Background: an optimization exercise with open tools, aiming at small area and few clock cycles per item. Do not read the settings as production practice. The RTL was checked by simulation tests, not by an equivalence proof against the original design.

== job 2457 ==
Design fp_mult_pipe, start of the top module:
module fp_mult_pipe #(
  parameter int unsigned EXP_W = 8,
  parameter int unsigned MAN_W = 23,
  parameter int unsigned TAG_W = 4
) (
  input  logic                   clk,
  input  logic                   rstn,
  input  logic                   in_valid,
  output logic                   in_ready,
  input  logic [EXP_W+MAN_W:0]   a,
  input  logic [EXP_W+MAN_W:0]   b,
  input  logic [TAG_W-1:0]       in_tag,
  output logic                   out_valid,
  input  logic                   out_ready,
  output logic [EXP_W+MAN_W:0]   result,
  output logic [TAG_W-1:0]       out_tag,
  output logic [3:0]             flags
);
  logic adv;
  assign adv      = ~out_valid | out_ready;
  assign in_ready = adv;
  logic [7:0]  ea, eb;
  logic [22:0] fa, fb;
  logic nan_a, nan_b, snan_a, snan_b, inf_a, inf_b, zero_a, zero_b;
  logic nan, ixz, inf, zero;
  assign ea = a[30:23];
  assign eb = b[30:23];
  assign fa = a[22:0];
  assign fb = b[22:0];
  assign nan_a  = (&ea) & (|fa);
  assign nan_b  = (&eb) & (|fb);
  assign snan_a = nan_a & ~fa[22];
  assign snan_b = nan_b & ~fb[22];
  assign inf_a  = (&ea) & ~(|fa);
  assign inf_b  = (&eb) & ~(|fb);
  assign zero_a = ~(|ea);
  assign zero_b = ~(|eb);
  assign nan    = nan_a | nan_b;
  assign ixz    = (inf_a & zero_b) | (zero_a & inf_b);
  assign inf    = inf_a | inf_b;
  assign zero   = zero_a | zero_b;
  logic [22:0] ma, mb;
  assign ma = fa;
  assign mb = fb;
  wire one0_0 = mb[0] ^ 1'b0;
  wire two0_1 = (mb[1] & ~mb[0] & ~1'b0) | (~mb[1] & mb[0] & 1'b0);
  wire neg0_2 = mb[1];
  wire pp0_0_3 = ((one0_0 & ma[0])) ^ neg0_2;
  wire pp0_1_4 = ((one0_0 & ma[1]) | (two0_1 & ma[0])) ^ neg0_2;
  wire pp0_2_5 = ((one0_0 & ma[2]) | (two0_1 & ma[1])) ^ neg0_2;
  wire pp0_3_6 = ((one0_0 & ma[3]) | (two0_1 & ma[2])) ^ neg0_2;
  wire pp0_4_7 = ((one0_0 & ma[4]) | (two0_1 & ma[3])) ^ neg0_2;
  wire pp0_5_8 = ((one0_0 & ma[5]) | (two0_1 & ma[4])) ^ neg0_2;
  ...
export LEC_CHECK = 0
export ABC_AREA = 1
export CAP_MARGIN = 20
export CORE_MARGIN = 2
export CORE_UTILIZATION = 40
export CTS_CLUSTER_DIAMETER = 500
export CTS_CLUSTER_SIZE = 50
export GPL_TIMING_DRIVEN = 0
export SETUP_SLACK_MARGIN = 0.05
export SLEW_MARGIN = 20
export SYNTH_HIERARCHICAL = 1
export SYNTH_MINIMUM_KEEP_SIZE = 0
create_clock -name core_clock -period 7.0 [get_ports {clk}]
standard.sh (not shown) runs the stock make flow with config.mk's settings and CLKGATE_MAP_FILE= SYNTH_SCRIPT=/design/flow/synth_recipe.tcl, a recipe that flattens the netlist after the stock synthesis.
==> flow/flow/run.sh <==
#!/bin/bash
# Standard ORFS layout, with plain buffers on the ports instead of the delay cell buffer_ports picks.
set -euo pipefail
bash standard.sh BUFFER_PORTS_ARGS="-buffer_cell sky130_fd_sc_hd__buf_2" finish > make.log 2>&1
Testbench counts of job 2457, summed over its fixed seeds: cycles 16,008, items 16,000.
[inputs] job 5858 vs job 2457
# job 2457
export LEC_CHECK = 0
export ABC_AREA = 1
export CAP_MARGIN = 20
export CORE_MARGIN = 2
export CORE_UTILIZATION = 40
export CTS_CLUSTER_DIAMETER = 500
export CTS_CLUSTER_SIZE = 50
export GPL_TIMING_DRIVEN = 0
export SETUP_SLACK_MARGIN = 0.05
export SLEW_MARGIN = 20
export SYNTH_HIERARCHICAL = 1
export SYNTH_MINIMUM_KEEP_SIZE = 0
create_clock -name core_clock -period 7.0 [get_ports {clk}]
# job 5858
export LEC_CHECK = 0
export ABC_AREA = 1
export CAP_MARGIN = 5
export CORE_MARGIN = 2
export CORE_UTILIZATION = 40
export GPL_TIMING_DRIVEN = 0
export SETUP_SLACK_MARGIN = 0.05
export SLEW_MARGIN = 5
export SYNTH_HIERARCHICAL = 1
export SYNTH_MINIMUM_KEEP_SIZE = 0
create_clock -name core_clock -period 7.0 [get_ports {clk}]
==> comparison <==
Compared to job 2457, job 5858 has met3 wire length 170 µm higher.
Sort job 2457 and job 5858 by final area, ascending, and job 2457 comes first.
Diff job 2457 -> job 5858: non-clock buffer count shows a reduction of about 0.7%, critical path depth +12, total number of vias moved down, synthesized area per cell now sits at about the same level, max-slew headroom at the worst pin shows a reduction of 20 points.
The worst setup slack after layout in job 5858 sits 32 ps below the value recorded for job 2457.
Delta (job 5858 minus job 2457): half-perimeter wire length after detailed placement decreased 0.32%, ratio of cells with drive above 1 in the final layout increased 0.56 points.
--- input diff job 5858..job 3771 ---
# job 5858
export LEC_CHECK = 0
export ABC_AREA = 1
export CAP_MARGIN = 5
export CORE_MARGIN = 2
export CORE_UTILIZATION = 40
export GPL_TIMING_DRIVEN = 0
export SETUP_SLACK_MARGIN = 0.05
export SLEW_MARGIN = 5
export SYNTH_HIERARCHICAL = 1
export SYNTH_MINIMUM_KEEP_SIZE = 0
create_clock -name core_clock -period 7.0 [get_ports {clk}]
# job 3771
export LEC_CHECK = 0
export ABC_AREA = 1
export CAP_MARGIN = 20
export CORE_MARGIN = 2
export CORE_UTILIZATION = 40
export GPL_TIMING_DRIVEN = 0
export SETUP_SLACK_MARGIN = 0.05
export SLEW_MARGIN = 20
export SYNTH_HIERARCHICAL = 1
export SYNTH_MINIMUM_KEEP_SIZE = 0
create_clock -name core_clock -period 7.0 [get_ports {clk}]
-- flow/flow/run.sh --
<<< job 5858, line 4
bash standard.sh BUFFER_PORTS_ARGS="-buffer_cell sky130_fd_sc_hd__buf_2" finish > make.log 2>&1
>>> job 3771, line 4
bash standard.sh BUFFER_PORTS_ARGS="-buffer_cell sky130_fd_sc_hd__buf_2" REMOVE_ABC_BUFFERS=1 finish > make.log 2>&1
### Flow results
- A start point of the critical path of b[3] is what job 3771 shows, while r_p[7]$_DFFE_PP_ belongs to job 5858.
- The lower final design utilization of job 5858 and job 3771 is in job 3771.
- Of job 3771 and job 5858, it is job 3771 that has the higher setup slack.
- When the final numbers for job 5858 and job 3771 were put side by side, the critical path depth turned out to be greater in job 5858.
- The largest clock skew in the final design on job 3771 is in line with that on job 5858.
- | area fraction of clock buffers and clock inverters | job 5858 vs job 3771 | ≈ equal |
- met2 routing resource usage after global routing ends up higher on job 5858.
- Job 3771 against job 5858; detailed-routed wire length on met3 is up by a little under 10%.

==> static timing again, ports no longer ideal <==
The results above use ideal ports. As a check the final layouts listed here were re-extracted and re-timed, cells and wires unchanged.
Step 1 (the two cells are an assumption about what drives the block):
set clk [get_ports {clk}]
set_driving_cell -lib_cell sky130_fd_sc_hd__clkbuf_16 $clk
set_driving_cell -lib_cell sky130_fd_sc_hd__buf_2 [delete_from_list [all_inputs] $clk]
Step 2 times the ports against the registers' clock, not the clock port: input delays grow and output delays shrink by t, the midpoint of the rising clock arrivals with the driver on.
Slacks: ideal / step 1 / step 2; pairs: ideal / step 1.
run | shift t [ns] | setup WS [ns] | clock arrival spread, ns
job 2457 | 0.326 | 0.159 / 0.125 / -0.161 | 0.009 / 0.010
job 5858 | 0.324 | 0.127 / 0.094 / -0.184 | 0.010 / 0.010
job 3771 | 0.336 | 0.226 / 0.195 / -0.141 | 0.006 / 0.007
With both steps, setup timing fails in every run listed, where it was met with ideal ports. The setup slack of job 3771, which loses most, moves by -0.031 ns with the drivers and by -0.367 ns with both steps.
